This design comes from an exercise in tuning for small area, a short achievable clock period and few clock cycles per item on the open sky130 flow, not from production work. Where RTL was checked, it was by simulation tests only, not by an equivalence proof against the original. No activity file was given, so power comes from the tool's default toggle rates.

Design lz77_token_encoder_unit, start of the top module:
module lz77_token_encoder_unit #(
  parameter int SEARCH_SIZE    = lz77_pkg::SEARCH_SIZE_DEF,
  parameter int LOOKAHEAD_SIZE = lz77_pkg::LOOKAHEAD_SIZE_DEF
) (
  input  logic        clk,
  input  logic        rst_n,
  input  logic        in_tvalid,
  output logic        in_tready,
  input  logic [7:0]  in_tdata,    
  input  logic        in_tlast,    
  output logic        out_tvalid,
  input  logic        out_tready,
  output logic [23:0] out_tdata,   
  output logic        out_tlast,   
  input  logic        cfg_valid,
  output logic        cfg_ready,
  input  logic [1:0]  cfg_index,
  input  logic [8:0]  cfg_data
);
For scale: about 8,400 cells after synthesis, ~2,900 flip-flops, ~120,000 um2 of cells after synthesis.
==> flow/config.mk <==
export PLATFORM = sky130hd
export DESIGN_NAME = lz77_token_encoder_unit
export DESIGN_NICKNAME = lz77_token_encoder_unit
export VERILOG_FILES = /design/flow/design.v
export SDC_FILE = /design/flow/constraint.sdc
export NUM_CORES = 4
export LEC_CHECK = 0
export CAP_MARGIN = 20
export CORE_MARGIN = 2
export CORE_UTILIZATION = 40
export CTS_CLUSTER_DIAMETER = 70
export CTS_CLUSTER_SIZE = 30
export SETUP_SLACK_MARGIN = 3.0
export SLEW_MARGIN = 20
==> flow/constraint.sdc <==
create_clock -name core_clock -period 6.0 [get_ports {clk}]
set_input_delay 1.2000 -clock core_clock [delete_from_list [all_inputs] [get_ports {clk}]]
set_output_delay 1.2000 -clock core_clock [all_outputs]
set_load 0.01 [all_outputs]
standard.sh (not shown) runs the stock make flow with config.mk's settings and CLKGATE_MAP_FILE= SYNTH_SCRIPT=/design/flow/synth_recipe.tcl, a recipe that flattens the netlist after the stock synthesis.
==> flow/flow/run.sh <==
#!/bin/bash
# The standard layout, except that the port buffers are buf_4 cells
# rather than the delay buffers buffer_ports picks on its own. Every port
# still gets its buffer. The make output goes to standard_flow.log here;
# ORFS keeps each step's log under orfs/logs.
set -euo pipefail
export BUFFER_PORTS_ARGS="-buffer_cell sky130_fd_sc_hd__buf_4"
bash standard.sh > standard_flow.log 2>&1
Testbench counts at the start, summed over its fixed seeds: cycles 7,342, bytes 7,200.
Change:
- CORE_UTILIZATION: 40 -> 65
- PLACE_DENSITY: default -> 0.72
- SETUP_SLACK_MARGIN: 3.0 -> 3.3
Effect: Design area went down by 1.4%. Final cell count came out lower by about 12%. Combinational power went up by about 3%. Hold slack is better by 0.040 ns. Core utilization goes up by 27 points.

---

the reference run:
Another version of the RTL of lz77_token_encoder_unit (not shown whole).
## lz77_token_encoder_unit
module lz77_token_encoder_unit #(
  parameter int SEARCH_SIZE    = lz77_pkg::SEARCH_SIZE_DEF,
  parameter int LOOKAHEAD_SIZE = lz77_pkg::LOOKAHEAD_SIZE_DEF
) (
  input  logic        clk,
  input  logic        rst_n,
  input  logic        in_tvalid,
  output logic        in_tready,
  input  logic [7:0]  in_tdata,    
  input  logic        in_tlast,    
  output logic        out_tvalid,
  input  logic        out_tready,
  output logic [23:0] out_tdata,   
  output logic        out_tlast,   
  input  logic        cfg_valid,
  output logic        cfg_ready,
  input  logic [1:0]  cfg_index,
  input  logic [8:0]  cfg_data
);
  logic [8:0]  window;    
  logic [3:0]  cap;       
  logic [7:0]  q_byte;
  logic        q_last, q_has_last, q_pushed, q_pop;
  logic        q_nonempty, q_owed;
  logic [21:0] tok_data;
  assign cfg_ready = 1'b1;
  always_ff @(posedge clk) begin
    if (!rst_n) begin
      window <= 9'(lz77_pkg::SEARCH_LIMIT_RST);
      cap    <= lz77_pkg::MATCH_LIMIT_RST;
    end else if (cfg_valid) begin
      case (cfg_index)
        lz77_pkg::CFG_SEARCH_LIMIT:
          window <= (cfg_data == '0) ? 9'd1 : (cfg_data > 9'd256) ? 9'd256 : cfg_data;
        lz77_pkg::CFG_MATCH_LIMIT:
          cap <= (cfg_data[3:0] == '0) ? 4'd1 : cfg_data[3:0];
        default: ;
      endcase
    end
  end
  lz77_front u_front (
    .clk       (clk),
    .rst_n     (rst_n),
    .cap       (cap),
    .in_valid  (in_tvalid),
    .in_ready  (in_tready),
    .in_byte   (in_tdata),
    .in_last   (in_tlast),
    .pop       (q_pop),
    .head_byte (q_byte),
    .head_last (q_last),
    .nonempty  (q_nonempty),
    .owed      (q_owed),
    .has_last  (q_has_last),
    .pushed    (q_pushed)
  );
  lz77_engine u_engine (
    .clk        (clk),
    .rst_n      (rst_n),
    .window     (window),
    .cap        (cap),
    .cfg_write  (cfg_valid),
  ...
export LEC_CHECK = 0
export CAP_MARGIN = 20
export CORE_MARGIN = 2
export CORE_UTILIZATION = 40
export CTS_CLUSTER_DIAMETER = 70
export CTS_CLUSTER_SIZE = 30
export SETUP_SLACK_MARGIN = 3.45
export SLEW_MARGIN = 20
create_clock -name core_clock -period 6.0 [get_ports {clk}]
Scripts as last shown in full above: flow/flow/run.sh
Testbench counts of the reference run, summed over its fixed seeds: cycles 7,342, bytes 7,200.
For the trial run, these inputs were changed with respect to the reference run:
- SETUP_SLACK_MARGIN now 3.3, was 3.45
Notes after the runs:
- Per the comparison of the trial run with the reference run, final core utilization dropped 0.38 points, smallest hold slack climbed 0.0037 ns, number of filler cells placed in the layout climbed 0.45%, met3 routing resource usage after global routing barely changed.
- Compared with the reference run, the trial run shows power per standard cell area that has gone up slightly.
- Taking the reference run as the reference, in the trial run total power roughly the same, global-route usage lost 0.20 points.

---

run a:
RTL: one of the versions met above, not the one the previous note started from.
Size: roughly 8400 cells after synthesis, ~2900 flip-flops, ~53 I/O pins, about 0.12 sq mm of cells after synthesis.
clock: 6.0 ns
lec_check: 0
cap_margin: 20
core_margin: 2
core_utilization: 55
cts_cluster_diameter: 70
cts_cluster_size: 30
setup_slack_margin: 3.3
slew_margin: 20
Scripts as last shown in full above: flow/flow/run.sh
Run a completed; timing, DRC and antenna clean
Testbench counts of run a, summed over its fixed seeds: cycles 7,342, bytes 7,200.
Input changes introduced in run b (baseline for comparison: run a):
# run a
export LEC_CHECK = 0
export CAP_MARGIN = 20
export CORE_MARGIN = 2
export CORE_UTILIZATION = 55
export CTS_CLUSTER_DIAMETER = 70
export CTS_CLUSTER_SIZE = 30
export SETUP_SLACK_MARGIN = 3.3
export SLEW_MARGIN = 20
create_clock -name core_clock -period 6.0 [get_ports {clk}]
# run b
export LEC_CHECK = 0
export CAP_MARGIN = 20
export CORE_MARGIN = 2
export CORE_UTILIZATION = 40
export CTS_CLUSTER_DIAMETER = 70
export CTS_CLUSTER_SIZE = 30
export SETUP_SLACK_MARGIN = 3.3
export SLEW_MARGIN = 20
create_clock -name core_clock -period 6.0 [get_ports {clk}]
--- outcome ---
Run a -> run b: cell internal power dissipation increased slightly. The count of non-CTS buffers in the layout in run b was higher than what run a gave. Longest individual stage delay on the worst path for run b: 0.10 ns down relative to run a. Relative to run a, number of cells upsized or downsized after cts has gone up in run b. Re portion of the clock cycle consumed by the worst path in the final layout: run b and run a aren't equal, and the higher value belongs to run a. Run b vs. run a: count of standard-cell rows went up by about 17%. Against run a, final worst hold slack in run b came out worse. Of the two values seen for type of the worst setup path, flip-flop to primary output was produced by run b and flip-flop to flip-flop by run a. The total power draw of run b was inferior to that of run a. Run b vs run a, capture point of the worst path: out_tdata[7] vs u_engine.j_r[0].

---

## rev 12
Another version of the RTL of lz77_token_encoder_unit (not shown whole).
For scale: ~2600 flip-flops, roughly 53 I/O pins, roughly 110000 µm² of cells after synthesis.
Settings: LEC_CHECK=0, ABC_CLOCK_PERIOD_IN_PS=2500, CAP_MARGIN=20, CORE_MARGIN=2, CORE_UTILIZATION=40, SETUP_SLACK_MARGIN=3.5, SLEW_MARGIN=20; clock period 6.0 ns.
run.sh (not shown) runs the stock make flow with config.mk's settings and CLKGATE_MAP_FILE= SYNTH_SCRIPT=/design/flow/synth_recipe.tcl, a recipe that flattens the netlist after the stock synthesis.
Stock flow here: none of the scripts above is used.
Rev 12 went all the way through synthesis, placement and routing and the layout is clean on timing, DRC and antenna.
What rev 13 does differently from rev 12 at the input level:
Settings: ABC_CLOCK_PERIOD_IN_PS no longer set, was 2500; SETUP_SLACK_MARGIN now 3.0, was 3.5.
--- outcome ---
In summary, rev 13 completed successfully, with a layout that passed the timing, DRC and antenna checks.
Between rev 13 and rev 12, worst hold slack is higher for rev 12, rev 13 comes in under that.
[rev 13] post-synthesis to final-layout area growth fell 3.9 points relative to rev 12
Rev 13 packs its core more loosely than rev 12.
Power dissipated in combinational cells down about 10% in rev 13 wrt rev 12
Going from rev 12 to rev 13, fraction of power consumed by combinational cells shrinks by 2.3 points.
Looking at final wirelength across rev 13 and rev 12, the one that comes out higher is rev 12.
In the tables for rev 13 and rev 12, final design instance area without fill reads lower with rev 13.
Of rev 13 and rev 12, rev 12 shows the higher setup slack, with rev 13 below it.
Compared with rev 12, the router placed fewer vias in rev 13.
No run of this note included a check of the RTL's function; only the layout flow was run.

---

== west ==
Another version of the RTL of lz77_token_encoder_unit (not shown whole).
Size: about 8,100 cells after synthesis, ~2,800 flip-flops, ~53 I/O pins, about 0.12 mm^2 of cells after synthesis.
==> flow/design.v (excerpt) <==
module lz77_token_encoder_unit #(
  parameter int SEARCH_SIZE    = lz77_pkg::SEARCH_SIZE_DEF,
  parameter int LOOKAHEAD_SIZE = lz77_pkg::LOOKAHEAD_SIZE_DEF
) (
  input  logic        clk,
  input  logic        rst_n,
  input  logic        in_tvalid,
  output logic        in_tready,
  input  logic [7:0]  in_tdata,    
  input  logic        in_tlast,    
  output logic        out_tvalid,
  input  logic        out_tready,
  output logic [23:0] out_tdata,   
  output logic        out_tlast,   
  input  logic        cfg_valid,
  output logic        cfg_ready,
  input  logic [1:0]  cfg_index,
  input  logic [8:0]  cfg_data
);
export LEC_CHECK = 0
export CAP_MARGIN = 20
export CORE_MARGIN = 2
export CORE_UTILIZATION = 40
export SLEW_MARGIN = 20
create_clock -name core_clock -period 6.0 [get_ports {clk}]
west finished end to end and its layout was clean on timing, DRC and antenna.
Testbench counts of west, summed over its fixed seeds: cycles 7,342, bytes 7,200.
For east, these inputs were changed with respect to west:
Settings: SETUP_SLACK_MARGIN: unset -> 3.3.
Against west as the reference, east delivers a higher logic gate share of total power. Summary of east over west: total leakage power now larger; via count moved up; power per unit of standard cell area lower.

---

Another version of the RTL of lz77_token_encoder_unit (not shown whole).
Size: roughly 8100 cells after synthesis.
Settings: LEC_CHECK=0, ABC_CLOCK_PERIOD_IN_PS=3000, CAP_MARGIN=20, CORE_MARGIN=2, CORE_UTILIZATION=40, SETUP_SLACK_MARGIN=3.5, SLEW_MARGIN=20; clock period 6.0 ns.
The first run completed without violations.
Testbench counts at the start, summed over its fixed seeds: cycles 7,342, bytes 7,200.
Rerun with:
ABC_CLOCK_PERIOD_IN_PS = default   (was 3000)
SETUP_SLACK_MARGIN = 4.0   (was 3.5)
Outcome: The new run passed the timing, DRC and antenna checks. Utilization goes up by 9.0 points. Wire length rises by about 26%. Worst setup slack loses 39 ps. Cell area went up by 19%. Cell count is higher by 9.1%. Power rose by 5.6%. Clock-buffer cell count does not change. Die area does not change. Maximum frequency goes down by 1.3%. Synthesized area stays the same. Clock skew hardly moves.

---

== v35 ==
Starting RTL as in the previous note.
Settings: LEC_CHECK=0, CAP_MARGIN=20, CORE_MARGIN=2, CORE_UTILIZATION=40, CTS_CLUSTER_DIAMETER=70, CTS_CLUSTER_SIZE=30, SETUP_SLACK_MARGIN=3.5, SLEW_MARGIN=20; clock period 6.0 ns.
standard.sh (not shown) runs the stock make flow with config.mk's settings and CLKGATE_MAP_FILE= SYNTH_SCRIPT=/design/flow/synth_recipe.tcl, a recipe that flattens the netlist after the stock synthesis.
Scripts as last shown in full above: flow/flow/run.sh
Testbench counts of v35, summed over its fixed seeds: cycles 7,342, bytes 7,200.
### v35 -> v23
==> flow/run.sh (new file) <==
#!/bin/bash
# synth_recipe.tcl (not shown) runs the flow's synth.tcl, then flattens the netlist and writes it again
# the make line also repeats each setting of config.mk as NAME=value (left out here)
make -C /OpenROAD-flow-scripts/flow DESIGN_CONFIG=/design/flow/config.mk WORK_HOME=/design/flow/orfs CLKGATE_MAP_FILE= SYNTH_SCRIPT=/design/flow/synth_recipe.tcl finish
removed: flow/flow/run.sh
removed: flow/standard.sh
==> comparison <==
v35 and v23 all finish clean. Design internal power delta (v23 − v35): favourable. Non-clock buffering overhead in the final layout: v23 vs v35, no meaningful difference. For v35, the critical-path cell with the highest stage delay was sky130_fd_sc_hd__nor4_1, unlike v23, where it was sky130_fd_sc_hd__or4_4. v23: total power lower than v35.

---

## the previous run
Another version of the RTL of lz77_token_encoder_unit (not shown whole).
Size: roughly 8100 cells after synthesis, about 2800 flip-flops, roughly 53 I/O pins, about 120000 um2 of cells after synthesis.
make LEC_CHECK=0 CAP_MARGIN=20 CORE_MARGIN=2 CORE_UTILIZATION=40 SLEW_MARGIN=20 finish   # period 6.0 ns
run.sh (not shown) runs the stock make flow with config.mk's settings and CLKGATE_MAP_FILE= SYNTH_SCRIPT=/design/flow/synth_recipe.tcl, a recipe that flattens the netlist after the stock synthesis.
Stock flow here: none of the scripts above is used.
The previous run finished every step from synthesis to the final layout, and the layout passed the timing, DRC and antenna checks.
Testbench counts of the previous run, summed over its fixed seeds: cycles 7,342, bytes 7,200.
#### Input delta (the current run over the previous run)
Settings: SETUP_SLACK_MARGIN newly set to 3.3.
Findings:
- Combinational power share (the current run over the previous run): increase, 12 points
- Utilization ended up 8.1 points higher on the current run than on the previous run.
- Compared with the previous run, the current run shows a higher later-pin clock latency in the skew report.
- On critical path depth: between the current run and the previous run, it ends up lower for the previous run.
- The current run vs the previous run, internal power consumption went up by about 20%.
- The current run vs the previous run, top power group: combinational logic vs registers
- The origin of the worst setup path comes out u_engine.qv[1]$_SDFF_PN0_ in one run and cap[0]$_SDFFE_PN1P_ in the other, namely in the previous run and the current run respectively.
- Changes observed in the current run relative to the previous run: number of non-filler instances in the completed layout +904; number of global-route vias before repair +about 9%; layout overhead on the synthesized area +20 points.

---

RTL: one of the versions met above, not the one the previous note started from.
For scale: about 120000 um^2 of cells after synthesis.
Settings: LEC_CHECK=0, CAP_MARGIN=20, CORE_MARGIN=2, CORE_UTILIZATION=40, SETUP_SLACK_MARGIN=3.5, SLEW_MARGIN=20; clock period 6.0 ns.
standard.sh (not shown) runs the stock make flow with config.mk's settings and CLKGATE_MAP_FILE= SYNTH_SCRIPT=/design/flow/synth_recipe.tcl, a recipe that flattens the netlist after the stock synthesis.
==> flow/flow/run.sh <==
#!/bin/bash
# The standard layout, except that the port buffers are buf_4 cells
# rather than the delay buffers buffer_ports picks on its own. Every port
# still gets its buffer. The make output goes to standard_flow.log here;
# ORFS keeps each step's log under orfs/logs.
set -euo pipefail
export BUFFER_PORTS_ARGS="-buffer_cell sky130_fd_sc_hd__buf_4"
bash standard.sh > standard_flow.log 2>&1
The starting point finished with timing, DRC and antenna clean.
Testbench counts at the start, summed over its fixed seeds: cycles 7,342, bytes 7,200.
Edit:
==> flow/run.sh (new file) <==
#!/bin/bash
# synth_recipe.tcl (not shown) runs the flow's synth.tcl, then flattens the netlist and writes it again
# the make line also repeats each setting of config.mk as NAME=value (left out here)
make -C /OpenROAD-flow-scripts/flow DESIGN_CONFIG=/design/flow/config.mk WORK_HOME=/design/flow/orfs CLKGATE_MAP_FILE= SYNTH_SCRIPT=/design/flow/synth_recipe.tcl finish
removed: flow/flow/run.sh
removed: flow/standard.sh
Effect:
- total power shrinks by about 2%
- via count is about the same
- die area stays the same
- worst hold slack got worse by 0.016 ns
- first-iteration DRC count grows by 8.1%
- sequential share of layout area grows by 0.29 points
- routed wire length shrinks by about 0.8%
- combinational power shrinks by about 2%
- non-clock buffer count shrinks by 13

---

lz77_token_encoder_unit, a different RTL version from the one above (not shown whole).
Size: roughly 8300 cells after synthesis, roughly 53 I/O pins, roughly 0.12 mm2 of cells after synthesis.
==> flow/config.mk <==
export PLATFORM = sky130hd
export DESIGN_NAME = lz77_token_encoder_unit
export DESIGN_NICKNAME = lz77_token_encoder_unit
export VERILOG_FILES = /design/flow/design.v
export SDC_FILE = /design/flow/constraint.sdc
export NUM_CORES = 4
export LEC_CHECK = 0
export CAP_MARGIN = 20
export CORE_MARGIN = 2
export CORE_UTILIZATION = 40
export CTS_CLUSTER_DIAMETER = 70
export CTS_CLUSTER_SIZE = 30
export SETUP_SLACK_MARGIN = 3.5
export SLEW_MARGIN = 20
==> flow/constraint.sdc <==
create_clock -name core_clock -period 6.0 [get_ports {clk}]
set_input_delay 1.2000 -clock core_clock [delete_from_list [all_inputs] [get_ports {clk}]]
set_output_delay 1.2000 -clock core_clock [all_outputs]
set_load 0.01 [all_outputs]
==> flow/flow/run.sh <==
#!/bin/bash
# The standard layout, except that the port buffers are buf_4 cells
# rather than the delay buffers buffer_ports picks on its own. Every port
# still gets its buffer. The make output goes to standard_flow.log here;
# ORFS keeps each step's log under orfs/logs.
set -euo pipefail
export BUFFER_PORTS_ARGS="-buffer_cell sky130_fd_sc_hd__buf_4"
bash standard.sh > standard_flow.log 2>&1
Testbench counts at the start, summed over its fixed seeds: cycles 7,342, bytes 7,200.
==> next run, changes <==
Settings changed: SETUP_SLACK_MARGIN 3.5 to 3.3.
Cell area falls by 1.0%.
Die area stays the same.
Maximum frequency rises by 2.1%.
Global-route usage falls by 0.40 points.
Clock-buffer cell count stays the same.

afterwards: timing with drivers on the ports:
How much do the figures lean on ideal ports? The routed layouts below were timed once more, with nothing changed but the port constraints.
Step 1 (the two cells are an assumption about what drives the block):
set clk [get_ports {clk}]
set_driving_cell -lib_cell sky130_fd_sc_hd__clkbuf_16 $clk
set_driving_cell -lib_cell sky130_fd_sc_hd__buf_2 [delete_from_list [all_inputs] $clk]
Step 2 times the ports against the registers' clock, not the clock port: input delays grow and output delays shrink by t, the midpoint of the rising clock arrivals with the driver on.
a / b / c = no drivers / after step 1 / after step 2; a / b = the first two.
run	t, ns	setup WS [ns]	worst hold slack (ns)	worst slew at a driven data input, ns
the first run of note 1	0.961	2.981 / 2.981 / 2.589	0.417 / 0.417 / 0.417	0.04
the second run of note 1	0.926	3.099 / 3.099 / 2.604	0.458 / 0.458 / 0.458	0.05
the reference run	0.969	3.007 / 3.007 / 2.687	0.439 / 0.439 / 0.439	0.05
the trial run	0.958	2.997 / 2.997 / 2.455	0.442 / 0.442 / 0.442	0.06
run a	0.947	3.134 / 3.134 / 2.504	0.454 / 0.454 / 0.454	0.04
run b	0.961	3.152 / 3.057 / 2.547	0.420 / 0.420 / 0.420	0.04
rev 12	0.949	1.481 / 1.481 / 1.481	0.434 / 0.434 / 0.434	0.04
rev 13	0.955	1.421 / 1.421 / 1.421	0.421 / 0.421 / 0.421	0.04
west	0.943	0.841 / 0.841 / 0.841	0.448 / 0.448 / 0.448	0.06
east	0.954	2.380 / 2.380 / 2.279	0.445 / 0.445 / 0.445	0.06
the first run of note 6	0.948	3.088 / 3.088 / 2.514	0.416 / 0.416 / 0.416	0.06
the second run of note 6	0.965	3.050 / 3.050 / 2.781	0.425 / 0.425 / 0.425	0.06
v35	0.949	3.055 / 3.055 / 2.662	0.423 / 0.423 / 0.423	0.08
v23	0.951	2.986 / 2.986 / 2.528	0.420 / 0.420 / 0.420	0.06
the previous run	0.958	1.160 / 1.160 / 1.160	0.405 / 0.405 / 0.405	0.04
the current run	0.972	1.961 / 1.961 / 1.961	0.416 / 0.416 / 0.416	0.04
the first run of note 9	0.958	3.069 / 3.069 / 2.701	0.432 / 0.432 / 0.432	0.08
the second run of note 9	0.948	3.088 / 3.088 / 2.514	0.416 / 0.416 / 0.416	0.06
the first run of note 10	0.983	3.082 / 3.082 / 2.855	0.403 / 0.403 / 0.403	0.03
the second run of note 10	0.970	3.141 / 3.118 / 2.648	0.407 / 0.407 / 0.407	0.03
After both steps setup and hold are still met in every run listed. For run a, which loses most, drivers alone change the setup slack by 0.000 ns; drivers and shift together by -0.630 ns.
